Context: an optimization exercise on an open-source flow, tuned for a short achievable clock period and few clock cycles. The choices shown serve that exercise and are no tape-out recipe.
Only simulation tests tie the RTL to the original design; equivalence was not proved.
Power and IR drop assume default switching activity.

==> flow/design.v <==
module pipeCore (
  input  logic        CLK,
  input  logic        RSTB,
  input  logic        progWe,
  input  logic [5:0]  progAddr,
  input  logic [31:0] progData,
  output logic        wbWrite,
  output logic [3:0]  wbReg,
  output logic [15:0] wbData
);
  logic [63:0] memV;
  logic [9:0]  memW [0:63];
  logic [3:0] opBits;
  logic       wrValid;
  logic       wrSub;
  logic       wrAdd;
  assign opBits  = progData[31:28];
  assign wrValid = (opBits == 4'b1000) || (opBits == 4'b0100) ||
                   (opBits == 4'b0010) || (opBits == 4'b0001);
  assign wrSub   = opBits[2] | opBits[0];
  assign wrAdd   = opBits[1] | opBits[0];
  genvar gi;
  generate
    for (gi = 0; gi < 64; gi++)
    begin : g_mem
      always_ff @(posedge CLK)
      begin
        if (progWe && (progAddr == gi))
        begin
          memV[gi] <= wrValid;
          memW[gi] <= {wrSub, wrAdd, progData[7:0]};
        end
      end
    end
  endgenerate
  logic [3:0]  colHot;      
  logic [7:0]  rowNext;     
  logic [7:0]  bufV;
  logic [9:0]  bufW [0:7];
  logic        fOk;         
  logic [1:0]  fV;
  logic [9:0]  fW0;
  logic [9:0]  fW1;
  logic        fire;
  logic        rowLoad;
  logic [7:0]  rdV;
  logic [9:0]  rdW [0:7];
  logic [7:0]  row0V;
  logic [9:0]  row0W [0:7];
  logic [1:0]  selV;
  logic [9:0]  selW0;
  logic [9:0]  selW1;
  always_comb
  begin
    rdV = '0;
    for (int w = 0; w < 8; w++)
      rdW[w] = '0;
    for (int r = 0; r < 8; r++)
    begin
      for (int w = 0; w < 8; w++)
      begin
        rdV[w] = rdV[w] | (memV[8*r+w] & rowNext[r]);
        rdW[w] = rdW[w] | (memW[8*r+w] & {10{rowNext[r]}});
      end
    end
  end
  logic dirty;
  logic reloadR;
  logic reloadR2;
  logic fetchNow;
  always_comb
  begin
    for (int w = 0; w < 8; w++)
    begin
      row0V[w] = memV[w];
      row0W[w] = memW[w];
    end
  end
  assign dirty = progWe & (progAddr[5:3] == 3'b000);
  always_ff @(posedge CLK)
  begin
    reloadR  <= !RSTB & dirty;
    reloadR2 <= RSTB & reloadR;
  end
  assign fetchNow = fire & !reloadR & !reloadR2;
  assign rowLoad  = (fetchNow & colHot[3]) | reloadR2;
  logic [7:0] nextV;
  logic [9:0] nextW [0:7];
  always_ff @(posedge CLK)
  begin
    nextV <= rdV;
    for (int w = 0; w < 8; w++)
      nextW[w] <= rdW[w];
  end
  always_ff @(posedge CLK)
  begin
    if (!RSTB)
    begin
      bufV <= row0V;
      for (int w = 0; w < 8; w++)
        bufW[w] <= row0W[w];
    end
    else if (rowLoad)
    begin
      bufV <= nextV;
      for (int w = 0; w < 8; w++)
        bufW[w] <= nextW[w];
    end
  end
  always_ff @(posedge CLK)
  begin
    if (!RSTB)
    begin
      colHot  <= dirty ? 4'd1 : 4'd4;
      rowNext <= dirty ? 8'd1 : 8'd2;
    end
    else
    begin
      if (fetchNow)
        colHot <= {colHot[2:0], colHot[3]};
      if (rowLoad)
        rowNext <= {rowNext[6:0], rowNext[7]};
    end
  end
  always_ff @(posedge CLK)
  begin
    fOk <= !RSTB ? !dirty : fetchNow;
  end
  always_comb
  begin
    selV  = '0;
    selW0 = '0;
    selW1 = '0;
    for (int c = 0; c < 4; c++)
    begin
      selV  = selV  | (bufV[2*c +: 2] & {2{colHot[c]}});
      selW0 = selW0 | (bufW[2*c]      & {10{colHot[c]}});
      selW1 = selW1 | (bufW[2*c+1]    & {10{colHot[c]}});
    end
  end
  always_ff @(posedge CLK)
  begin
    if (!RSTB)
    begin
      fV  <= row0V[3:2];
      fW0 <= row0W[2];
      fW1 <= row0W[3];
    end
    else
    begin
      fV  <= selV;
      fW0 <= selW0;
      fW1 <= selW1;
    end
  end
  logic [3:0]  occ;
  logic [9:0]  q [0:3];
  logic [15:0] qHot [0:3];   
  logic [1:0] pV;
  logic [9:0] pW0;
  logic [9:0] pW1;
  logic [9:0] pFirst;
  logic [15:0] pFirstHot;
  logic [15:0] pW1Hot;
  logic [3:0] remT;         
  logic [3:0] occNext;
  logic       pop;
  logic       pushAny;
  logic       pushTwo;
  assign pV  = fV & {2{fOk}};
  assign pW0 = fW0;
  assign pW1 = fW1;
  assign pFirst = pV[0] ? pW0 : pW1;
  assign pFirstHot = 16'd1 << pFirst[3:0];
  assign pW1Hot    = 16'd1 << pW1[3:0];
  assign pop     = occ[0];
  assign remT    = {1'b0, occ[3:1]};
  assign pushAny = pV[0] | pV[1];
  assign pushTwo = pV[0] & pV[1];
  assign occNext = remT | ({remT[2:0], 1'b1} & {4{pushAny}})
                        | ({remT[1:0], 2'b11} & {4{pushTwo}});
  logic fireR;
  logic fireNext;
  assign fireNext = !((occNext[3] & fetchNow & (selV[0] | selV[1])) |
                      (occNext[2] & fetchNow & selV[0] & selV[1]));
  always_ff @(posedge CLK)
  begin
    fireR <= !RSTB | fireNext;
  end
  assign fire    = fireR;
  always_ff @(posedge CLK)
  begin
    if (!RSTB)
      occ <= {3'b000, row0V[0] & row0V[1] & !dirty};
    else
      occ <= occNext;
  end
  always_ff @(posedge CLK)
  begin
    for (int k = 0; k < 4; k++)
    begin
      if (!RSTB)
      begin
        q[k]    <= row0W[1];
        qHot[k] <= 16'd1 << row0W[1][3:0];
      end
      else if (remT[k])
      begin
        q[k]    <= q[(k < 3) ? k + 1 : 3];
        qHot[k] <= qHot[(k < 3) ? k + 1 : 3];
      end
      else if ((k == 0) || remT[(k > 0) ? k - 1 : 0])
      begin
        q[k]    <= pFirst;
        qHot[k] <= pFirstHot;
      end
      else
      begin
        q[k]    <= pW1;
        qHot[k] <= pW1Hot;
      end
    end
  end
  logic [15:0] regs [0:15];
  logic        xV;
  logic [3:0]  xD;
  logic        xSub;
  logic        xAdd;
  logic        xTwo;        
  logic [15:0] xOpnd;
  logic [4:0]  xC;
  logic        hSub;
  logic        hAdd;
  logic [3:0]  hD;
  logic [3:0]  hS;
  logic        mX;
  logic        mW;
  logic [15:0] opndNext;
  logic [4:0]  cHead;
  logic [4:0]  cEx;
  assign {hSub, hAdd, hD, hS} = q[0];
  function automatic logic [4:0] constOf(input logic s, input logic a);
    case ({s, a})
      2'b10:   constOf = 5'b11101;
      2'b01:   constOf = 5'b00100;
      2'b11:   constOf = 5'b00001;
      default: constOf = 5'b00000;
    endcase
  endfunction
  function automatic logic [4:0] constOf2(input logic [1:0] p, input logic [1:0] q);
    case ({p, q})
      4'b0000: constOf2 = 5'd0;
      4'b0010: constOf2 = 5'b11101;
      4'b0001: constOf2 = 5'd4;
      4'b0011: constOf2 = 5'd1;
      4'b1000: constOf2 = 5'b11101;
      4'b1010: constOf2 = 5'b11010;
      4'b1001: constOf2 = 5'd1;
      4'b1011: constOf2 = 5'b11110;
      4'b0100: constOf2 = 5'd4;
      4'b0110: constOf2 = 5'd1;
      4'b0101: constOf2 = 5'd8;
      4'b0111: constOf2 = 5'd5;
      4'b1100: constOf2 = 5'd1;
      4'b1110: constOf2 = 5'b11110;
      4'b1101: constOf2 = 5'd5;
      default: constOf2 = 5'd2;
    endcase
  endfunction
  assign mX = xV && (xD == hS);
  assign mW = wbV && (wbRegI == hS);
  logic [15:0] regRead;
  logic        selXo;
  logic        selWb;
  logic        selRf;
  always_comb
  begin
    regRead = '0;
    for (int i = 0; i < 16; i++)
      regRead = regRead | (regs[i] & {16{qHot[0][i]}});
  end
  assign selXo = mX & !xTwo;
  assign selWb = (mX & xTwo) | (!mX & mW);
  assign selRf = !mX & !mW;
  assign opndNext = (xOpnd & {16{selXo}}) | (wbDataI & {16{selWb}}) |
                    (regRead & {16{selRf}});
  assign cHead = constOf(hSub, hAdd);
  assign cEx   = constOf2({hSub, hAdd}, {xSub, xAdd});
  logic [9:0] firstW;
  assign firstW = row0V[0] ? row0W[0] : row0W[1];
  always_ff @(posedge CLK)
  begin
    if (!RSTB)
    begin
      xV    <= (row0V[0] | row0V[1]) & !dirty;
      xD    <= firstW[7:4];
      xSub  <= firstW[9];
      xAdd  <= firstW[8];
      xTwo  <= 1'b0;
      xOpnd <= '0;
      xC    <= constOf(firstW[9], firstW[8]);
    end
    else
    begin
      xV    <= pop;
      xD    <= hD;
      xSub  <= hSub;
      xAdd  <= hAdd;
      xTwo  <= mX;
      xOpnd <= opndNext;
      xC    <= mX ? cEx : cHead;
    end
  end
  logic [5:0]  lo;
  logic [10:0] hiOp;
  logic [10:0] hiInc;
  logic [10:0] hiDec;
  assign lo    = {1'b0, xOpnd[4:0]} + {1'b0, xC};
  assign hiOp  = xOpnd[15:5];
  assign hiInc = hiOp + 11'd1;
  assign hiDec = hiOp - 11'd1;
  logic        wbV;         
  logic [3:0]  wbRegI;
  logic [4:0]  wLo;
  logic [10:0] wHi;
  logic [10:0] wHiInc;
  logic [10:0] wHiDec;
  logic        wInc;
  logic        wDec;
  logic [15:0] wbDataI;
  logic [15:0] wbHotI;      
  always_ff @(posedge CLK or negedge RSTB)
  begin
    if (!RSTB)
    begin
      wbV    <= 1'b0;
      wbHotI <= '0;
    end
    else
    begin
      wbV    <= xV;
      wbHotI <= (16'd1 << xD) & {16{xV}};
    end
  end
  always_ff @(posedge CLK)
  begin
    wbRegI <= xD;
    wLo    <= lo[4:0];
    wHi    <= hiOp;
    wHiInc <= hiInc;
    wHiDec <= hiDec;
    wInc   <= lo[5] & !xC[4];
    wDec   <= !lo[5] & xC[4];
  end
  assign wbDataI = {(wHiInc & {11{wInc}}) | (wHiDec & {11{wDec}}) |
                    (wHi & {11{!wInc & !wDec}}), wLo};
  always_ff @(posedge CLK or negedge RSTB)
  begin
    if (!RSTB)
      wbWrite <= 1'b0;
    else
      wbWrite <= wbV;
  end
  always_ff @(posedge CLK)
  begin
    wbReg  <= wbRegI;
    wbData <= wbDataI;
  end
  always_ff @(posedge CLK or negedge RSTB)
  begin
    if (!RSTB)
    begin
      for (int i = 0; i < 16; i++)
        regs[i] <= '0;
    end
    else
    begin
      for (int i = 0; i < 16; i++)
        if (wbHotI[i])
          regs[i] <= wbDataI;
    end
  end
endmodule
==> flow/flow/run.sh <==
#!/bin/bash
# Layout: the standard flow (standard.sh), with three changes to how
# cells are picked; the flow steps themselves are the standard ones.
#  - Yosys's full/half-adder extraction is off (ADDER_MAP_FILE empty), so
#    ABC maps the write-back adder as plain logic.
#  - The 4-input OR/NOR cells join the platform's don't-use list (the first
#    36 names are the platform's own list): ABC tends to put these slow
#    cells on the critical paths.
#  - Port buffers are buf_4 cells; buffer_ports otherwise picks delay
#    buffers for some outputs.
set -euo pipefail
DONT_USE="sky130_fd_sc_hd__lpflow_bleeder_1 sky130_fd_sc_hd__lpflow_clkbufkapwr_1 sky130_fd_sc_hd__lpflow_clkbufkapwr_16 sky130_fd_sc_hd__lpflow_clkbufkapwr_2 sky130_fd_sc_hd__lpflow_clkbufkapwr_4 sky130_fd_sc_hd__lpflow_clkbufkapwr_8 sky130_fd_sc_hd__lpflow_clkinvkapwr_1 sky130_fd_sc_hd__lpflow_clkinvkapwr_16 sky130_fd_sc_hd__lpflow_clkinvkapwr_2 sky130_fd_sc_hd__lpflow_clkinvkapwr_4 sky130_fd_sc_hd__lpflow_clkinvkapwr_8 sky130_fd_sc_hd__lpflow_decapkapwr_12 sky130_fd_sc_hd__lpflow_decapkapwr_3 sky130_fd_sc_hd__lpflow_decapkapwr_4 sky130_fd_sc_hd__lpflow_decapkapwr_6 sky130_fd_sc_hd__lpflow_decapkapwr_8 sky130_fd_sc_hd__lpflow_inputiso0n_1 sky130_fd_sc_hd__lpflow_inputiso0p_1 sky130_fd_sc_hd__lpflow_inputiso1n_1 sky130_fd_sc_hd__lpflow_inputiso1p_1 sky130_fd_sc_hd__lpflow_inputisolatch_1 sky130_fd_sc_hd__lpflow_isobufsrc_1 sky130_fd_sc_hd__lpflow_isobufsrc_16 sky130_fd_sc_hd__lpflow_isobufsrc_2 sky130_fd_sc_hd__lpflow_isobufsrc_4 sky130_fd_sc_hd__lpflow_isobufsrc_8 sky130_fd_sc_hd__lpflow_isobufsrckapwr_16 sky130_fd_sc_hd__lpflow_lsbuf_lh_hl_isowell_tap_1 sky130_fd_sc_hd__lpflow_lsbuf_lh_hl_isowell_tap_2 sky130_fd_sc_hd__lpflow_lsbuf_lh_hl_isowell_tap_4 sky130_fd_sc_hd__lpflow_lsbuf_lh_isowell_4 sky130_fd_sc_hd__lpflow_lsbuf_lh_isowell_tap_1 sky130_fd_sc_hd__lpflow_lsbuf_lh_isowell_tap_2 sky130_fd_sc_hd__lpflow_lsbuf_lh_isowell_tap_4 sky130_fd_sc_hd__probe_p_8 sky130_fd_sc_hd__probec_p_8 sky130_fd_sc_hd__or4_1 sky130_fd_sc_hd__or4_2 sky130_fd_sc_hd__or4_4 sky130_fd_sc_hd__or4b_1 sky130_fd_sc_hd__or4b_2 sky130_fd_sc_hd__or4b_4 sky130_fd_sc_hd__or4bb_1 sky130_fd_sc_hd__or4bb_2 sky130_fd_sc_hd__or4bb_4 sky130_fd_sc_hd__nor4_1 sky130_fd_sc_hd__nor4_2 sky130_fd_sc_hd__nor4_4 sky130_fd_sc_hd__nor4b_1 sky130_fd_sc_hd__nor4b_2 sky130_fd_sc_hd__nor4b_4 sky130_fd_sc_hd__nor4bb_1 sky130_fd_sc_hd__nor4bb_2 sky130_fd_sc_hd__nor4bb_4"
bash standard.sh ADDER_MAP_FILE= "DONT_USE_CELLS=$DONT_USE" \
  "BUFFER_PORTS_ARGS=-buffer_cell sky130_fd_sc_hd__buf_4" finish \
  > standard_flow.log 2>&1
==> flow/standard.sh <==
#!/bin/bash
# synth_recipe.tcl (not shown) runs the flow's synth.tcl, then flattens the netlist and writes it again
# the make line also repeats each setting of config.mk as NAME=value (left out here)
make -C /OpenROAD-flow-scripts/flow DESIGN_CONFIG=/design/flow/config.mk WORK_HOME=/design/flow/orfs CLKGATE_MAP_FILE= SYNTH_SCRIPT=/design/flow/synth_recipe.tcl "${@:-finish}"
==> flow/config.mk <==
export PLATFORM = sky130hd
export DESIGN_NAME = pipeCore
export DESIGN_NICKNAME = pipeCore
export VERILOG_FILES = /design/flow/design.v
export SDC_FILE = /design/flow/constraint.sdc
export NUM_CORES = 4
export LEC_CHECK = 0
export ABC_CLOCK_PERIOD_IN_PS = 1500
export CAP_MARGIN = 20
export CORE_MARGIN = 2
export CORE_UTILIZATION = 40
export SETUP_SLACK_MARGIN = 1.9
export SLEW_MARGIN = 20
==> flow/constraint.sdc <==
create_clock -name core_clock -period 3.6 [get_ports {CLK}]
set_input_delay 0.7200 -clock core_clock [delete_from_list [all_inputs] [get_ports {CLK}]]
set_output_delay 0.7200 -clock core_clock [all_outputs]
set_load 0.01 [all_outputs]
==> results of run 1 <==
==> flip-flops by register name (all words and copies together), names as in the netlist, 5 cells and up <==
register,count
bufV,8
wHiDec,11
cEx,5
bufW,80
wHiInc,10
fW0,10
memV,64
fW1,10
wHi,11
memW,640
q,40
qHot,64
xOpnd,16
regs,256
wbData,16
wLo,5
nextW,80
rowNext,8
xC,5
nextV,8
wbHotI,16
==> synthesized netlist by cell type, types with 28 or more instances <==
library cell  instances  area (sq um)
a21o_1               46         345.3
a21oi_1             228          1141
a221oi_1             38         332.8
a22o_1               44         385.4
a22oi_1             472          3543
a31oi_1              37         231.5
clkbuf_1            250         938.4
dfrtp_1             274          6857
dfxtp_1             317          6346
edfxtp_1            804         24140
inv_1                31         116.4
mux2_2              159          1790
mux2i_1              29         290.3
nand2_1             107         401.6
nand3_1              56         280.3
nand4_1              93         581.8
nor2_1              352          1321
o21ai_0             127         635.6
xnor2_1              28         245.2
==> through the flow <==
stage               setup WS (ps)  cell area, sq um  hold WS, ps
floorplan                    1438             52090        325.8
global placement            935.9             54430        392.3
detailed placement          959.9             54430        387.1
CTS                          1545             59960        249.9
global route                 1551             60640        312.4
finish                       1611             60640        306.2
==> cell type report <==
class | instances | share of cell area [%]
Sequential cell | 1395 | 61.75
Clock buffer | 204 | 6.447
Tap cell | 1662 | 3.429
Timing Repair Buffer | 248 | 3.840
Timing Repair inverter | 1 | 0.008253
Inverter | 31 | 0.2187
Multi-Input combinational cell | 2019 | 23.11
Clock inverter | 59 | 1.188
==> cell usage in the layout, fill, tap and decap left out, drive strengths merged, types with 12 or more instances in the layout <==
cell type / synthesis / final
edfxtp: 804 / 804
a22oi: 472 / 472
nor2: 352 / 352
dfxtp: 317 / 317
dfrtp: 274 / 274
buf: 35 / 245
a21oi: 228 / 228
clkbuf: 250 / 206
mux2: 160 / 160
o21ai: 127 / 127
nand2: 108 / 108
nand4: 93 / 93
nand3: 56 / 56
a21o: 46 / 46
a22o: 44 / 44
a221oi: 38 / 38
inv: 31 / 38
a31oi: 37 / 37
clkinv: 0 / 36
mux2i: 29 / 29
xnor2: 28 / 28
nor2b: 18 / 18
o221ai: 18 / 18
nor3: 17 / 17
xor2: 15 / 15
nand2b: 13 / 14
o22ai: 13 / 13
bufinv: 0 / 12
and2: 12 / 12
==> worst max path at each step <==
stage | start | end | slack, ps | depth (start not counted)
6_report | wbWrite | wbWrite | 1610 | 1
5_1_grt | wbWrite | wbWrite | 1550 | 1
4_1_cts | wbWrite | wbWrite | 1550 | 1
3_5_place_dp | progAddr[1] | memW[26][0] | 960 | 4
3_3_place_gp | progAddr[1] | memV[26] | 940 | 4
2_1_floorplan | progData[29] | memV[0] | 1440 | 2
==> repair_timing <==
item | 4_1_cts | 5_1_grt
endpoints found under the setup margin | 416 | 156
endpoints found under the hold margin | 7 | 0
pin swaps | 15 | 20
hold buffers | 1 | 0
gates cloned | 3 | 5
resized for setup | 136 | 93
buffers inserted | 42 | 30
==> layer usage <==
metal | GRT usage [%] | up-vias
met2 | 36.08 | 1126
met4 | 6.655 | 2
met5 | 0 | -
li1 | - | 14490
met3 | 3.136 | 256
met1 | 28.15 | 16600
==> power by group through the flow <==
stage	Sequential (W)	Clock (W)	Combinational [W]
global placement	0.0215	0	0.00664
floorplan	0.0207	0	0.00481
CTS	0.0211	0.0150	0.00740
detailed placement	0.0215	0	0.00676
global route	0.0214	0.0156	0.00845
finish	0.0212	0.0147	0.00776
==> cell families (layout without fill, tap and decap cells) <==
| logic type | Yosys count | after routing |
|---|---|---|
| DFF | 1395 | 1395 |
| AOI/OAI and AO/OA | 1073 | 1076 |
| and+or+nand+nor | 707 | 708 |
| buffers and inverters | 316 | 543 |
| muxes | 189 | 189 |
| xor gates and xnor gates | 43 | 43 |
| adders and majority gates | 3 | 3 |
==> flow_summary.toml, run 1 <==
[placement]
dpl.cell_count = 5275
gp_congestion = 0.8426
dp_hpwl_microns = 80550
portBuffers = 41

[layout]
post-route-util_pct = 47.43
area_growth_pct = 17.52
final-seq-area_sq_mm = 0.03745
fin_cells = 5619
layout.nets = 3878
diodes = 0
multiInputGateArea_sq_mm = 0.01402
drive_gt1_share_pct = 20.80
fillers = 11090

[power_and_ir_drop]
ir_drop_v = 0.0005580
power_w = 0.04367
p_int_w = 0.03123
pwr-share-comb_pct = 17.8
power.share.clock_pct = 33.7
p_sw_w = 0.01244
seqPwrFrac_pct = 48.5
power_density_mw_per_mm2 = 720.1
swShare_pct = 28.49
leakage_nw = 21.82

[yosys]
synth_mux_area_share_pct = 4.054
synth_flop_cell = "edfxtp_1"
synth_top_family_by_area = "compound AO/OA/AOI/OAI gates"
netlist_area_sq_mm = 0.05160
ys_types = 67
yosys.area_share.xor_xnor_pct = 0.7298
synthAdderAreaFrac_pct = 0.05819
seq_area_frac_synth_pct = 72.37
synthesis.nets = 3767
synth-simple-area-share_pct = 6.321
synth_compound_area_share_pct = 14.10
netlist_instances = 3726
synth_seq_cells = 1395
postSynth.asyncResetShare_pct = 19.64
synth_edf_count = 804
yosys_warnings = 9
avgSynthCellArea_sq_um = 13.85

[clock_tree]
cts_buffer_depth = 3
cts_root_buf = "clkbuf_16"
clkTransAtPathRegs_ps = 60
cts_tree = "done"
cts_buffers = 141
clock_latency_ps = 770
htree_levels = 4
clock_sinks = 1395

[timing]
slew_headroom_pct = 34.54
worst_clock_skew_ps = 26.55
hold_violations = 0
rsz0062_at_grt = "true"
fin_setup_tns_ps = 0
setup_viol = 0
clock.fmax_mhz = 502.8
period_share_pct = 55.25
fin_crit_ps = 1989
drv_slew = 0
worst_slew_pin_slew_ps = 981.9

[worst_setup_path]
timing.rr.start = "xOpnd[7]"
path_buf_inv = 1
path_cells = "buf_6"
cp_top_family = "flip-flops"
endpoint_kind = "primary output"
critPathArrivalTime_ps = 1270
critical_path.max_stage_delay_ps = 380
reg2reg_slack_ps = 1850
r2r_cells = 5
cp-start-kind = "flop"
worst-path-max-fanout = 1
crit_type = "flop to primary output"
r2r-end = "wHiDec[9]"
slowest_stage = "dfrtp_1"
worst_ep_required_time_ps = 2880

[status]
status = "no timing/DRC/antenna violations"

[global_route]
grt_pass1_wl_microns = 209200
grt_max_degree = 131
overflow = 0
grt_pass1_vias = 31710
antenna_found_initial = 3
gr-usage-all-layers_pct = 21.27

[routing]
wl_met3_microns = 8517
drtIter0Drc = 3175
wl_per_cell_microns = 25.39
drc = 0
totalWireLength_microns = 142700
m1WireLength_microns = 59280
vias_per_cell = 5.779
firstDrtPassIters = 6
dr_wl_met2_microns = 70940
routed-via-count = 32470
top_layer_used = "met5"
ant_nets = 0

[floorplan]
dieArea_sq_mm = 0.1319
start_util_pct = 40.36
core-area_sq_mm = 0.1278
num_io_pins = 62
rows = 131
fp.dieW_microns = 363.2
die_h_microns = 363.2

[min_path]
hp-class = "input pin to asynchronous set/reset pin"

[job]
maxCapViolCount = 0
Testbench counts, summed over its fixed seeds: cycles 16,234.
==> run 2, diff against run 1 <==
--- a/flow/design.v
+++ b/flow/design.v
@@ -356,13 +356,7 @@
                     (wHi & {11{!wInc & !wDec}}), wLo};
-  always_ff @(posedge CLK or negedge RSTB)
-  begin
-    if (!RSTB)
-      wbWrite <= 1'b0;
-    else
-      wbWrite <= wbV;
-  end
   always_ff @(posedge CLK)
   begin
-    wbReg  <= wbRegI;
-    wbData <= wbDataI;
+    wbWrite <= wbV & RSTB;
+    wbReg   <= wbRegI;
+    wbData  <= wbDataI;
   end
==> run 2 against run 1 <==
Compared with the run above: synthesized cell count down 0.59%; wire length down 1.2%; sequential power about the same; final cell count down 0.27%; critical path depth unchanged; die area down 0.26%; combinational power up 1%; final area up 0.76%; global-route usage down 0.19 points; critical path type unchanged; largest cell class unchanged.
==> flow_summary.toml, run 2 <==
[layout]
top_register = "memW"
area_growth_pct = 18.72
drive_gt1_share_pct = 21.97
layout.nets = 3862
final-seq-area_sq_mm = 0.03745
largest_reg_flops = 640
multiInputGateArea_sq_mm = 0.01426
reg_top3 = "memW: 640 flops, regs: 256 flops"
layout_common_cells = "edfxtp_1, a22oi_1, nor2_1"
fin_cells = 5604
diodes = 0
fillers = 10940
final_common_cell = "edfxtp_1"
stdcell_area_sq_mm = 0.06110

[yosys]
ys_types = 67
synthAdderAreaFrac_pct = 0.05834
postSynth.asyncResetShare_pct = 19.57
synthTopCellsByArea = "edfxtp_1, dfrtp_1, dfxtp_1"
synth-simple-area-share_pct = 6.420
netlist_instances = 3704
yosys.area_share.xor_xnor_pct = 0.7317
synth_common_cells = "edfxtp_1, a22oi_1, nor2_1, dfxtp_1, dfrtp_1"
synth_compound_area_share_pct = 13.79
synth_edf_count = 804
netlist_area_sq_mm = 0.05147
synth_flop_cell = "edfxtp_1"
seq_area_frac_synth_pct = 72.55
synth_top_family_by_area = "compound AO/OA/AOI/OAI gates"
synth_mux_area_share_pct = 4.142
synth_top_area_cell = "edfxtp_1"
synthesis.nets = 3745
yosys_warnings = 9
synth_seq_cells = 1395
synth_top_area_share_pct = 46.91
avgSynthCellArea_sq_um = 13.90
yosysMostFrequentCell = "edfxtp_1"

[power_and_ir_drop]
p_int_w = 0.03156
swShare_pct = 28.50
ir_drop_v = 0.0005374
pwr-share-comb_pct = 17.8
p_sw_w = 0.01258
power_density_mw_per_mm2 = 722.3
seqPwrFrac_pct = 47.9
leakage_nw = 21.84
power.share.clock_pct = 34.2

[global_route]
gr-usage-all-layers_pct = 21.08
grt_pass1_vias = 31740
grt_max_degree = 160
overflow = 0
grt_pass1_wl_microns = 207300
antenna_found_initial = 2

[worst_setup_path]
timing.rr.start = "fV[0]"
slowest_stage = "dfxtp_4"
endpoint_kind = "primary output"
crit_start = "wbReg[2]"
critical_path.max_stage_delay_ps = 370
worst_ep_required_time_ps = 2880
path_buf_inv = 1
path_depth = 1
cp_top_family = "flip-flops"
crit_type = "flop to primary output"
critPathArrivalTime_ps = 1280
path_cells = "buf_6"
r2r_cells = 8
worst-path-max-fanout = 1
crit_end = "wbReg[2]"
r2r-end = "qHot[0][10]"
reg2reg_slack_ps = 1750
cp-start-kind = "flop"

[timing]
setup_slack_ps = 1605
worst_slew_pin_slew_ps = 1020
period_share_pct = 55.43
slew_headroom_pct = 31.98
fin_hold_ws_ps = 211.9
clock.fmax_mhz = 501.2
setup_viol = 0
rsz0062_at_grt = "true"
fin_crit_ps = 1995
worst_clock_skew_ps = 40.53
hold_violations = 0
drv_slew = 0
fin_setup_tns_ps = 0

[clock_tree]
clkTransAtPathRegs_ps = 60
cts_root_buf = "clkbuf_16"
cts_buffers = 144
cts_tree = "done"
clock_latency_ps = 790
cts_buffer_depth = 3
htree_levels = 4
clock_sinks = 1395

[job]
maxCapViolCount = 0

[routing]
wl_per_cell_microns = 25.15
vias_per_cell = 5.815
ant_nets = 0
drtIter0Drc = 3327
totalWireLength_microns = 140900
drc = 0
routed-via-count = 32590
firstDrtPassIters = 5

[floorplan]
start_util_pct = 40.31
num_io_pins = 62
dieArea_sq_mm = 0.1316
die_h_microns = 362.7
core-area_sq_mm = 0.1277
fp.dieW_microns = 362.7
rows = 131

[placement]
dpl_cell_area_sq_mm = 0.05414
portBuffers = 41
dpl.cell_count = 5239
post-place-ws_ps = 900.7
gp_congestion = 0.8155
dp_hpwl_microns = 76580

[min_path]
hp-class = "input pin to asynchronous set/reset pin"

[status]
status = "no timing/DRC/antenna violations"
[run 2: changes by cell type after synthesis, moves of 5 or more]
cell,delta
nor3_1,+21
a221oi_1,+19
a21o_1,-15
o22ai_1,-11
a31oi_1,-10
buf_2,-8
buf_1,+6
nand2b_1,-6
clkbuf_1,-5
[run 2: power groups by stage]
stage	Combinational [W]	Sequential, W	Clock [W]
after CTS	0.00736	0.0211	0.0153
final	0.00786	0.0212	0.0151
after detailed placement	0.00658	0.0214	0
after global routing	0.00855	0.0214	0.0160
after floorplan	0.00466	0.0207	0
after global placement	0.00645	0.0213	0
[run 2: how the worst min path moves through the flow]
stage                   endpoint  slack, ps  cells after the start
finish              regs[12][12]        210                      2
global route             q[2][1]        280                      2
CTS                      q[1][1]        250                      2
detailed placement      wbReg[2]        360                      0
global placement        wbReg[2]        360                      0
floorplan                 wHi[0]        330                      0
[run 2: through the flow]
stage / total power (W) / utilization [%]
after floorplan: 0.02531 / -
after global placement: 0.02779 / 42.40
after detailed placement: 0.02800 / 42.40
after CTS: 0.04381 / 47.16
after global routing: 0.04596 / 47.86
final: 0.04414 / 47.86
[run 2: area by class of cell]
type / instances / area share (%)
clock inverters: 54 / 1.124
multi-input cells: 2002 / 23.33
well taps: 1662 / 3.403
repair buffers: 247 / 3.843
inverters: 31 / 0.2150
clock buffers: 213 / 6.792
flip-flops and latches: 1395 / 61.29
[run 2: repair_timing]
item | in CTS | in global routing
cloned | 4 | 2
gates resized for setup | 189 | 166
endpoints found under the setup margin | 402 | 310
pin swaps | 29 | 63
hold endpoints to repair | 17 | 0
buffers inserted | 59 | 32
hold buffers | 1 | 0
[run 2: logic make-up (layout without fill, tap and decap cells)]
kind of cell,after synthesis,in the layout
AOI/OAI and AO/OA,1045,1047
xor gates and xnor gates,43,43
adders and majority gates,3,3
buffers and inverters,309,545
DFF,1395,1395
muxes,193,193
and+or+nand+nor,716,716
[run 2: worst reg2reg max path, cell delays in order, from the launching register on]
cell and delay, ps:
dfxtp_4 420, nand2_8 90, buf_12 130, mux2i_4 190
buf_6 160, buf_4 150, o41ai_2 360, nand2_1 110
nand2_2 140
[run 2: routing by layer]
metal / vias up / GRT usage, % / share of wire [%]
li1: 14450 / - / -
met3: 278 / 3.529 / 6.1
met4: 2 / 7.103 / 2.9
met2: 1169 / 34.90 / 49
met1: 16690 / 28.15 / 42
met5: - / 0 / 0.0092
Testbench counts of run 2, summed over its fixed seeds: cycles 16,234.
==> run 3, diff against run 2 <==
==> flow/flow/run.sh (replaced) <==
#!/bin/bash
# Layout: the standard flow (standard.sh), with these changes:
#  - Yosys's full/half-adder extraction is off (ADDER_MAP_FILE empty), so
#    ABC maps the adders as plain logic.
#  - The 4-input OR/NOR cells join the platform's don't-use list (the first
#    36 names are the platform's own list): ABC tends to put these slow
#    cells on the critical paths.
#  - Port buffers are buf_4 cells; buffer_ports otherwise picks delay
#    buffers for some outputs.
#  - After placement, each output port's register is put next to its port
#    buffer (move_out_flops.tcl), before clock tree synthesis.
set -euo pipefail
DONT_USE="sky130_fd_sc_hd__lpflow_bleeder_1 sky130_fd_sc_hd__lpflow_clkbufkapwr_1 sky130_fd_sc_hd__lpflow_clkbufkapwr_16 sky130_fd_sc_hd__lpflow_clkbufkapwr_2 sky130_fd_sc_hd__lpflow_clkbufkapwr_4 sky130_fd_sc_hd__lpflow_clkbufkapwr_8 sky130_fd_sc_hd__lpflow_clkinvkapwr_1 sky130_fd_sc_hd__lpflow_clkinvkapwr_16 sky130_fd_sc_hd__lpflow_clkinvkapwr_2 sky130_fd_sc_hd__lpflow_clkinvkapwr_4 sky130_fd_sc_hd__lpflow_clkinvkapwr_8 sky130_fd_sc_hd__lpflow_decapkapwr_12 sky130_fd_sc_hd__lpflow_decapkapwr_3 sky130_fd_sc_hd__lpflow_decapkapwr_4 sky130_fd_sc_hd__lpflow_decapkapwr_6 sky130_fd_sc_hd__lpflow_decapkapwr_8 sky130_fd_sc_hd__lpflow_inputiso0n_1 sky130_fd_sc_hd__lpflow_inputiso0p_1 sky130_fd_sc_hd__lpflow_inputiso1n_1 sky130_fd_sc_hd__lpflow_inputiso1p_1 sky130_fd_sc_hd__lpflow_inputisolatch_1 sky130_fd_sc_hd__lpflow_isobufsrc_1 sky130_fd_sc_hd__lpflow_isobufsrc_16 sky130_fd_sc_hd__lpflow_isobufsrc_2 sky130_fd_sc_hd__lpflow_isobufsrc_4 sky130_fd_sc_hd__lpflow_isobufsrc_8 sky130_fd_sc_hd__lpflow_isobufsrckapwr_16 sky130_fd_sc_hd__lpflow_lsbuf_lh_hl_isowell_tap_1 sky130_fd_sc_hd__lpflow_lsbuf_lh_hl_isowell_tap_2 sky130_fd_sc_hd__lpflow_lsbuf_lh_hl_isowell_tap_4 sky130_fd_sc_hd__lpflow_lsbuf_lh_isowell_4 sky130_fd_sc_hd__lpflow_lsbuf_lh_isowell_tap_1 sky130_fd_sc_hd__lpflow_lsbuf_lh_isowell_tap_2 sky130_fd_sc_hd__lpflow_lsbuf_lh_isowell_tap_4 sky130_fd_sc_hd__probe_p_8 sky130_fd_sc_hd__probec_p_8 sky130_fd_sc_hd__or4_1 sky130_fd_sc_hd__or4_2 sky130_fd_sc_hd__or4_4 sky130_fd_sc_hd__or4b_1 sky130_fd_sc_hd__or4b_2 sky130_fd_sc_hd__or4b_4 sky130_fd_sc_hd__or4bb_1 sky130_fd_sc_hd__or4bb_2 sky130_fd_sc_hd__or4bb_4 sky130_fd_sc_hd__nor4_1 sky130_fd_sc_hd__nor4_2 sky130_fd_sc_hd__nor4_4 sky130_fd_sc_hd__nor4b_1 sky130_fd_sc_hd__nor4b_2 sky130_fd_sc_hd__nor4b_4 sky130_fd_sc_hd__nor4bb_1 sky130_fd_sc_hd__nor4bb_2 sky130_fd_sc_hd__nor4bb_4"
ARGS=(ADDER_MAP_FILE= "DONT_USE_CELLS=$DONT_USE"
      "BUFFER_PORTS_ARGS=-buffer_cell sky130_fd_sc_hd__buf_4")
bash standard.sh "${ARGS[@]}" place > standard_place.log 2>&1
R=orfs/results/${FLOW_PLATFORM:-sky130hd}/pipeCore/base
IN=$R/3_place.odb OUT=$R/3_place.odb openroad -no_init -exit flow/move_out_flops.tcl \
  > move_out_flops.log 2>&1
bash standard.sh "${ARGS[@]}" finish > standard_finish.log 2>&1
==> flow/flow/move_out_flops.tcl (new file) <==
# Place each output port's register next to that port's buffer, then
# legalize with detailed placement. The database is read from env IN and
# written to env OUT. Only registers that drive an output buffer and
# nothing else are moved.
read_db $::env(IN)
set block [ord::get_db_block]
set moved 0
foreach bterm [$block getBTerms] {
  if {[$bterm getIoType] ne "OUTPUT"} { continue }
  set net [$bterm getNet]
  set buf ""
  foreach it [$net getITerms] {
    if {[$it isOutputSignal]} { set buf [$it getInst] }
  }
  if {$buf eq ""} { continue }
  set ff ""
  set loads 0
  foreach it [$buf getITerms] {
    if {[$it isInputSignal]} {
      set inet [$it getNet]
      if {$inet eq "NULL"} { continue }
      foreach it2 [$inet getITerms] {
        if {[$it2 isOutputSignal]} { set ff [$it2 getInst] } else { incr loads }
      }
    }
  }
  if {$ff eq "" || $loads != 1} { continue }
  if {![string match "sky130_fd_sc_hd__df*" [[$ff getMaster] getName]]} { continue }
  set bb [$buf getBBox]
  $ff setLocation [$bb xMin] [$bb yMin]
  $ff setPlacementStatus PLACED
  incr moved
  puts "moved [$ff getName] next to [$buf getName]"
}
puts "moved $moved registers"
detailed_placement
check_placement -verbose
write_db $::env(OUT)
==> run 3 against run 2 <==
Compared with the run above: sequential share of layout area is 0.26 points higher; final cell count hardly changed; maximum frequency rose by 4.0%; synthesized cell count stayed put; sequential power is essentially flat; register-to-register slack improved by 100 ps; worst hold slack worse by 3.7 ps; final area down 0.39%; clock power barely moved; critical path type unchanged.
==> flow_summary.toml, run 3 <==
[global_route]
gr-usage-all-layers_pct = 21.11
grtUsageMet2_pct = 34.58
grt_util_met3_pct = 3.410
overflow = 0
antenna_found_initial = 2
grt_pass1_wl_microns = 207800
grt_max_degree = 160
grt_busiest_layer = "met2"
met1_usage_pct = 28.47
grt_pass1_vias = 31600

[timing]
slew_headroom_pct = 36.08
fin_crit_ps = 1918
rsz0062_at_grt = "true"
drv_slew = 0
fin_setup_tns_ps = 0
fin_hold_ws_ps = 208.2
worst_clock_skew_ps = 39.56
setup_viol = 0
hold_violations = 0
worst_slew_pin_slew_ps = 958.8
clock.fmax_mhz = 521.4
period_share_pct = 53.27

[layout]
area_growth_pct = 18.26
post-route-util_pct = 47.67
fin_cells = 5599
fillers = 11000
layout_common_cells = "edfxtp_1, a22oi_1, nor2_1"
reg_top3 = "memW: 640 flops, regs: 256 flops"
diodes = 0
drive_gt1_share_pct = 21.87
top_register = "memW"
final_common_cell = "edfxtp_1"
layout.nets = 3856
largest_reg_flops = 640

[floorplan]
fp.dieW_microns = 362.7
num_io_pins = 62
start_util_pct = 40.31
die_h_microns = 362.7
dieArea_sq_mm = 0.1316
core-area_sq_mm = 0.1277
rows = 131

[clock_tree]
clkTransAtPathRegs_ps = 60
clock_latency_ps = 780
cts_buffers = 145
cts_buffer_depth = 3
clock_sinks = 1395
htree_levels = 4
cts_root_buf = "clkbuf_16"
cts_tree = "done"

[job]
maxCapViolCount = 0

[min_path]
hp-class = "input pin to asynchronous set/reset pin"

[yosys]
ys_types = 67
avgSynthCellArea_sq_um = 13.90
synthTopCellsByArea = "edfxtp_1, dfrtp_1, dfxtp_1"
synth_edf_count = 804
yosysMostFrequentCell = "edfxtp_1"
synthesis.nets = 3745
synth_top_area_cell = "edfxtp_1"
synth_common_cells = "edfxtp_1, a22oi_1, nor2_1, dfxtp_1, dfrtp_1"
netlist_area_sq_mm = 0.05147
netlist_instances = 3704
postSynth.asyncResetShare_pct = 19.57
seq_area_frac_synth_pct = 72.55
synth_flop_cell = "edfxtp_1"
synth_seq_cells = 1395
yosys_warnings = 9
synth_top_area_share_pct = 46.91

[routing]
vias_per_cell = 5.844
drtIter0Drc = 3371
firstDrtPassIters = 6
ant_nets = 0
routed-via-count = 32720
totalWireLength_microns = 141200
wl_per_cell_microns = 25.21
drc = 0

[power_and_ir_drop]
ir_drop_v = 0.0005390
leakage_nw = 21.73
power_density_mw_per_mm2 = 717.5

[status]
status = "no timing/DRC/antenna violations"

[worst_setup_path]
critical_path.max_stage_delay_ps = 320
crit_type = "flop to primary output"
cp_top_family = "flip-flops"
path_buf_inv = 1
critPathArrivalTime_ps = 1200
path_cells = "buf_6"
slowest_stage = "dfxtp_2"
worst_ep_required_time_ps = 2880
cp-start-kind = "flop"
worst-path-max-fanout = 1
endpoint_kind = "primary output"

[placement]
dp_hpwl_microns = 76580
portBuffers = 41
dpl.cell_count = 5239
gp_congestion = 0.8155
==> run 3: cell counts after synthesis <==
Identical to the previous run, type by type.
==> run 3: cells by family (layout without fill, tap and decap cells) <==
group,count (synthesis),in the layout,synth area share [%]
buf+inv,309,538,2.307
flops,1395,1395,72.55
compound gates,1045,1047,13.79
simple gates,716,718,6.420
xor+xnor,43,43,0.7317
mux,193,193,4.142
fa+ha+maj,3,3,0.05834
==> run 3: layout make-up <==
| class | count | area (sq um) | area share [%] |
|---|---|---|---|
| Multi-Input combinational cell | 2004 | 14250 | 23.41 |
| Clock inverter | 55 | 576.8 | 0.9476 |
| Inverter | 31 | 131.4 | 0.2158 |
| Clock buffer | 214 | 4153 | 6.823 |
| Sequential cell | 1395 | 37460 | 61.55 |
| Tap cell | 1662 | 2079 | 3.416 |
| Timing Repair Buffer | 238 | 2216 | 3.641 |
==> run 3: report_power, final <==
| group | switching (W) | total, W | leakage, nW | internal, W |
|---|---|---|---|---|
| clock | 0.00631 | 0.0148 | 2.31 | 0.00844 |
| combinational | 0.00456 | 0.00777 | 6.03 | 0.00321 |
| sequential | 0.00167 | 0.0211 | 13.4 | 0.0195 |
==> run 3: through the flow <==
stage	power [W]	area [sq um]	setup slack, ps
final	0.04367	60870	1682
after global routing	0.04550	60870	1631
after CTS	0.04330	59880	1630
after detailed placement	0.02800	54140	900.7
after global placement	0.02779	54140	901.5
after floorplan	0.02531	51950	1438
==> run 3: final timing paths <==
path	from	to	slack, ps	depth (start not counted)
worst min register to register	xD[0]	wbRegI[0]	380	0
max in group asynchronous	RSTB	regs[2][6]	2180	3
worst min-delay path	RSTB	regs[4][12]	210	2
worst max register to register	xOpnd[7]	wHiDec[10]	1850	5
worst max-delay path	wbData[15]	wbData[15]	1680	1
min in group core_clock	RSTB	q[2][3]	300	2
==> run 3: what timing repair did <==
item	CTS	global route
endpoints found under the setup margin	436	344
gates resized for setup	153	174
hold buffers	1	0
pin swaps	15	45
cloned	5	2
setup buffers	47	36
endpoints found under the hold margin	17	0
==> run 3: layer usage <==
metal  vias up  wire length, microns
met1     16790                 59180
met2      1263                 68620
met3       251                  9384
li1      14420                     -
met4         0                  3978
met5         -                     0
==> run 4, diff against run 3 <==
--- a/flow/design.v
+++ b/flow/design.v
@@ -43,2 +43,4 @@
   logic [9:0]  fW1;
+  logic [15:0] fHot0;       
+  logic [15:0] fHot1;
   logic        fire;
@@ -147,2 +149,4 @@
       fW1 <= row0W[3];
+      fHot0 <= 16'd1 << row0W[2][3:0];
+      fHot1 <= 16'd1 << row0W[3][3:0];
     end
@@ -153,2 +157,4 @@
       fW1 <= selW1;
+      fHot0 <= 16'd1 << selW0[3:0];
+      fHot1 <= 16'd1 << selW1[3:0];
     end
@@ -173,4 +179,4 @@
   assign pFirst = pV[0] ? pW0 : pW1;
-  assign pFirstHot = 16'd1 << pFirst[3:0];
-  assign pW1Hot    = 16'd1 << pW1[3:0];
+  assign pFirstHot = pV[0] ? fHot0 : fHot1;
+  assign pW1Hot    = fHot1;
   assign pop     = occ[0];
==> run 4 against run 3 <==
Compared with the run above: global-route usage down 0.33 points; wire length up 0.18%; clock-buffer cell count down 5; final area up 0.98%; die area up 1.9%; sequential power about the same; total power down 0.53%; flip-flop and latch count up 32; critical path depth unchanged; non-clock buffer count down 32; utilization down 0.32 points; clock skew up 5.5 ps; critical endpoint is now wbReg[2]; largest power group unchanged; highest routed layer is now met5.
==> flow_summary.toml, run 4 <==
[global_route]
grt_max_degree = 161
grt_pass1_wl_microns = 209600
grt_pass1_vias = 31800
gr-usage-all-layers_pct = 20.78
antenna_found_initial = 3
overflow = 0

[power_and_ir_drop]
power_w = 0.04344
power_density_mw_per_mm2 = 706.8
ir_drop_v = 0.0004681
leakage_nw = 22.88

[routing]
totalWireLength_microns = 141400
ant_nets = 0
drtIter0Drc = 3057
drc = 0
firstDrtPassIters = 6
vias_per_cell = 5.621
routed-via-count = 32170
wl_per_cell_microns = 24.71

[layout]
area_growth_pct = 17.20
multiInputGateArea_sq_mm = 0.01422
top_register = "memW"
layout.nets = 3897
fin_cells = 5723
reg_top3 = "memW: 640 flops, regs: 256 flops"
final_common_cell = "edfxtp_1"
final-seq-area_sq_mm = 0.03808
largest_reg_flops = 640
fillers = 11350
layout_common_cells = "edfxtp_1, a22oi_1, nor2_1"
drive_gt1_share_pct = 19.97

[timing]
fin_setup_tns_ps = 0
rsz0062_at_grt = "true"
fin_hold_ws_ps = 209.3
fin_crit_ps = 1910
setup_viol = 0
period_share_pct = 53.06
worst_clock_skew_ps = 45.06
slew_headroom_pct = 26.61
drv_slew = 0
clock.fmax_mhz = 523.5
hold_violations = 0
worst_slew_pin_slew_ps = 1101

[worst_setup_path]
cp_top_family = "flip-flops"
worst_ep_required_time_ps = 2880
crit_end = "wbReg[2]"
crit_type = "flop to primary output"
slowest_stage = "dfxtp_2"
critPathArrivalTime_ps = 1190
endpoint_kind = "primary output"
critical_path.max_stage_delay_ps = 320
crit_start = "wbReg[2]"
path_depth = 1
r2r_cells = 5
path_cells = "buf_6"
reg2reg_slack_ps = 1870
path_buf_inv = 1
cp-start-kind = "flop"
r2r-end = "wHiDec[9]"
worst-path-max-fanout = 1
timing.rr.start = "xOpnd[7]"

[yosys]
netlist_area_sq_mm = 0.05244
postSynth.asyncResetShare_pct = 19.13
synth_common_cells = "edfxtp_1, a22oi_1, nor2_1, dfxtp_1, dfrtp_1"
seq_area_frac_synth_pct = 72.42
synthesis.nets = 3810
ys_types = 62
avgSynthCellArea_sq_um = 13.91
synth_top_area_share_pct = 46.04
yosysMostFrequentCell = "edfxtp_1"
synth_seq_cells = 1427
synth_edf_count = 804
synthTopCellsByArea = "edfxtp_1, dfxtp_1, dfrtp_1"
synth_flop_cell = "edfxtp_1"
netlist_instances = 3769
synth_top_area_cell = "edfxtp_1"
yosys_warnings = 9

[floorplan]
rows = 132
dieArea_sq_mm = 0.1340
num_io_pins = 62
fp.dieW_microns = 366.1
start_util_pct = 40.40
core-area_sq_mm = 0.1298
die_h_microns = 366.1

[clock_tree]
htree_levels = 4
cts_buffer_depth = 3
cts_buffers = 147
cts_root_buf = "clkbuf_16"
clkTransAtPathRegs_ps = 60
cts_tree = "done"
clock_sinks = 1427
clock_latency_ps = 780

[status]
status = "no timing/DRC/antenna violations"

[placement]
portBuffers = 41
dpl.cell_count = 5391
gp_congestion = 0.7929
dp_hpwl_microns = 76050

[min_path]
hp-class = "input pin to asynchronous set/reset pin"

[job]
maxCapViolCount = 0
==> run 4: area by class of cell <==
cell class,count,area share (%)
flip-flops and latches,1427,61.96
repair buffers,206,3.322
clock buffers,209,6.773
multi-input cells,2045,23.14
diodes,1,0.004071
clock inverters,64,1.057
inverters,29,0.2036
well taps,1742,3.546
==> run 4: timing repair <==
| action | 4_1_cts | 5_1_grt |
|---|---|---|
| pin swaps | 23 | 34 |
| hold buffers | 1 | 0 |
| buffers inserted | 32 | 17 |
| resized for setup | 125 | 106 |
| endpoints found under the hold margin | 13 | 0 |
| endpoints found under the setup margin | 520 | 381 |
| gates cloned | 5 | 3 |
==> run 4: how the worst min path moves through the flow <==
stage,to,slack [ps],depth (start not counted)
detailed placement,wHi[10],410,0
global placement,wHi[10],400,0
floorplan,wHi[0],330,0
finish,regs[3][6],210,2
global route,regs[14][2],210,2
CTS,regs[1][2],170,2
==> run 4: power breakdown <==
| part | switching [W] | internal, W | total [W] |
|---|---|---|---|
| registers | 0.00158 | 0.0198 | 0.0214 |
| logic | 0.00409 | 0.00295 | 0.00705 |
| clock network | 0.00640 | 0.00863 | 0.0150 |
| total | 0.0121 | 0.0314 | 0.0434 |
==> run 4: cell families (layout without fill, tap and decap cells) <==
| family | after synthesis | count (layout) | synth area share, % |
|---|---|---|---|
| AO/OA/AOI/OAI | 1016 | 1018 | 13.31 |
| XOR/XNOR | 38 | 38 | 0.6346 |
| AND/OR/NAND/NOR | 744 | 745 | 6.363 |
| multiplexers | 241 | 241 | 4.974 |
| flip-flops | 1427 | 1427 | 72.42 |
| buffers and inverters | 300 | 508 | 2.233 |
| other | 0 | 1 | 0 |
| adder cells (fa/ha/maj) | 3 | 3 | 0.05726 |
==> run 4: through the flow <==
step           worst slack [ps]  area, sq um  util [%]
6_report                   1690        61460     47.35
5_1_grt                    1643        61460     47.35
4_1_cts                    1639        60820     46.85
3_5_place_dp              869.3        55210     42.53
3_3_place_gp              853.8        55210     42.53
2_1_floorplan              1438        52940         -
==> run 4: per-layer routing <==
metal / wire, microns / global-route usage [%] / share of wire (%) / up-vias
met2: 69410 / 34.84 / 49 / 1048
met1: 59820 / 27.90 / 42 / 16420
li1: - / - / - / 14450
met4: 3443 / 5.777 / 2.4 / 2
met5: 10 / 0 / 0.0071 / -
met3: 8742 / 3.429 / 6.2 / 247
Testbench counts of run 4, summed over its fixed seeds: cycles 16,234.
==> run 5, diff against run 4 <==
--- a/flow/config.mk
+++ b/flow/config.mk
@@ -11,2 +11,4 @@
 export CORE_UTILIZATION = 40
+export CTS_CLUSTER_DIAMETER = 80
+export CTS_CLUSTER_SIZE = 30
 export SETUP_SLACK_MARGIN = 1.9
==> run 5 against run 4 <==
Compared with the run above: non-clock buffer count down 2; sequential power about the same; critical endpoint is now wbData[7]; maximum frequency up 1.3%; global-route usage down 0.43 points; die area unchanged; clock power down 35%; register-to-register slack better by 20 ps; first-iteration DRC count up 2.9%; flip-flop and latch count unchanged.
==> flow_summary.toml, run 5 <==
[min_path]
hp-class = "input pin to asynchronous set/reset pin"

[yosys]
synth_seq_cells = 1427
seq_area_frac_synth_pct = 72.42
synth_top_family_by_area = "compound AO/OA/AOI/OAI gates"
synthAdderAreaFrac_pct = 0.05726
yosys.area_share.xor_xnor_pct = 0.6346
yosysMostFrequentCell = "edfxtp_1"
synth_flop_cell = "edfxtp_1"
yosys_warnings = 9
synth_top_area_share_pct = 46.04
synth_edf_count = 804
synthTopCellsByArea = "edfxtp_1, dfxtp_1, dfrtp_1"
synth_compound_area_share_pct = 13.31
postSynth.asyncResetShare_pct = 19.13
netlist_area_sq_mm = 0.05244
synth-simple-area-share_pct = 6.363
ys_types = 62
synth_common_cells = "edfxtp_1, a22oi_1, nor2_1, dfxtp_1, dfrtp_1"
synthesis.nets = 3810
synth_mux_area_share_pct = 4.974
netlist_instances = 3769
synth_top_area_cell = "edfxtp_1"
avgSynthCellArea_sq_um = 13.91

[job]
maxCapViolCount = 0

[timing]
hold_violations = 0
slew_headroom_pct = 28.24
period_share_pct = 52.38
clock.fmax_mhz = 530.3
setup_viol = 0
fin_hold_ws_ps = 352.0
fin_setup_tns_ps = 0
worst_slew_pin_slew_ps = 1076
fin_crit_ps = 1886
worst_clock_skew_ps = 59.92
rsz0062_at_grt = "true"
drv_slew = 0

[power_and_ir_drop]
swShare_pct = 29.75
leakage_nw = 21.64
seqPwrFrac_pct = 56.2
power_density_mw_per_mm2 = 643.3
p_sw_w = 0.01129
ir_drop_v = 0.0004533
power.share.clock_pct = 25.6
p_int_w = 0.02666
power_w = 0.03795
pwr-share-comb_pct = 18.2

[layout]
reg_top3 = "memW: 640 flops, regs: 256 flops"
fin_cells = 5573
fillers = 11540
area_growth_pct = 12.50
layout.nets = 3815
final_common_cell = "edfxtp_1"
layout_common_cells = "edfxtp_1, a22oi_1, nor2_1"
drive_gt1_share_pct = 17.47
largest_reg_flops = 640
top_register = "memW"

[floorplan]
fp.dieW_microns = 366.1
dieArea_sq_mm = 0.1340
num_io_pins = 62
core-area_sq_mm = 0.1298
rows = 132
start_util_pct = 40.40
die_h_microns = 366.1

[clock_tree]
clock_latency_ps = 720
clock_sinks = 1427
clkTransAtPathRegs_ps = 110
cts_root_buf = "clkbuf_16"
htree_levels = 3
cts_buffer_depth = 3
cts_buffers = 68
cts_tree = "done"

[placement]
portBuffers = 41
gp_congestion = 0.7929
dpl.cell_count = 5391
dp_hpwl_microns = 76050

[global_route]
grt_pass1_vias = 30820
overflow = 0
grt_max_degree = 161
antenna_found_initial = 4
gr-usage-all-layers_pct = 20.35
grt_pass1_wl_microns = 205700

[worst_setup_path]
critical_path.max_stage_delay_ps = 340
critPathArrivalTime_ps = 1170
endpoint_kind = "primary output"
worst_ep_required_time_ps = 2880
cp_top_family = "flip-flops"
slowest_stage = "dfxtp_2"
path_cells = "buf_6"
path_buf_inv = 1
crit_type = "flop to primary output"
cp-start-kind = "flop"
worst-path-max-fanout = 1

[status]
status = "no timing/DRC/antenna violations"

[routing]
wl_per_cell_microns = 24.90
drc = 0
totalWireLength_microns = 138800
drtIter0Drc = 3146
routed-via-count = 31500
ant_nets = 0
vias_per_cell = 5.653
firstDrtPassIters = 6
## run 5: through the flow
stage / utilization, % / instance area [sq um] / setup slack [ps]
2_1_floorplan: - / 52940 / 1438
3_3_place_gp: 42.53 / 55210 / 853.8
3_5_place_dp: 42.53 / 55210 / 869.3
4_1_cts: 45.06 / 58490 / 1662
5_1_grt: 45.44 / 58990 / 1673
6_report: 45.45 / 59000 / 1714
## run 5: routing by layer
| metal | global-route usage (%) | up-vias | routed length, microns |
|---|---|---|---|
| met5 | 0 | - | 29 |
| met4 | 5.310 | 4 | 2947 |
| met3 | 2.658 | 177 | 7952 |
| met2 | 34.43 | 942 | 68540 |
| met1 | 27.66 | 16170 | 59310 |
| li1 | - | 14210 | - |
## run 5: timing repair
action | CTS | global route
endpoints found under the hold margin | 13 | 0
gates resized for setup | 130 | 86
hold buffers | 1 | 0
buffers inserted | 36 | 12
setup endpoints to repair | 557 | 388
cloned | 4 | 2
pin swaps | 25 | 29
## run 5: path summary, 6_finish.rpt
path	cells past startpoint	to	slack, ps	startpoint
min in group core_clock	2	reloadR	390	progAddr[3]
max in group asynchronous	3	regs[11][9]	2110	RSTB
max reg2reg	5	wHiDec[9]	1890	xOpnd[7]
min reg2reg	0	wbRegI[3]	400	xD[3]
min	2	wbV	350	RSTB
max	1	wbData[7]	1710	wbData[7]
## run 5: layout make-up
cell class,count,area (sq um),share of cell area (%)
well taps,1742,2180,3.694
flip-flops and latches,1427,38090,64.56
diodes,2,5.005,0.008483
multi-input cells,2044,14140,23.97
clock inverters,38,613.1,1.039
clock buffers,87,1794,3.041
repair buffers,204,2052,3.478
inverters,29,125.1,0.2121
## run 5: logic make-up after synthesis
family	after synthesis
AOI/OAI and AO/OA	1016
and+or+nand+nor	744
xor gates and xnor gates	38
DFF	1427
adders and majority gates	3
muxes	241
buffers and inverters	300
## run 5: power groups by stage
stage | combinational (W) | sequential (W) | clock, W
final | 0.00691 | 0.0213 | 0.00973
after global routing | 0.00758 | 0.0216 | 0.0105
after CTS | 0.00673 | 0.0213 | 0.00992
after detailed placement | 0.00625 | 0.0216 | 0
after global placement | 0.00612 | 0.0216 | 0
after floorplan | 0.00442 | 0.0209 | 0
## run 5: worst reg2reg max path, cell delays in order, from the launching register on
cell     delay [ps]
dfxtp_4         380
or3_4           370
or3_4           360
nor3_4          170
nor3b_2         210
xnor2_1         150

-- re-timing with driven ports --
The results above use ideal ports. As a check the final layouts listed here were re-extracted and re-timed, cells and wires unchanged. Step 1 assumes that a clkbuf_16 drives the clock port and a buf_2 every other input. Step 2 also shifts input and output timing later by t, the mid clock arrival at the registers, as if the neighbouring blocks saw the same clock. a / b / c = no drivers / after step 1 / after step 2; a / b = the first two.
| run | shift t [ns] | setup WS [ns] | worst setup path after step 2 | clock arrival spread, ns | worst data-port slew with drivers (ns) |
|---|---|---|---|---|---|
| run 1 | 0.835 | 1.611 / 1.535 / 1.010 | input to register | 0.030 / 0.031 | 0.15 |
| run 2 | 0.852 | 1.605 / 1.531 / 1.053 | input to register | 0.049 / 0.048 | 0.15 |
| run 3 | 0.847 | 1.682 / 1.600 / 1.026 | input to register | 0.044 / 0.044 | 0.16 |
| run 4 | 0.837 | 1.690 / 1.612 / 1.002 | input to register | 0.049 / 0.049 | 0.20 |
| run 5 | 0.778 | 1.714 / 1.637 / 1.082 | input to register | 0.079 / 0.079 | 0.19 |
After both steps every run listed still meets setup and hold. The setup slack of run 4, which loses most, moves by -0.078 ns with the drivers and by -0.688 ns with both steps.
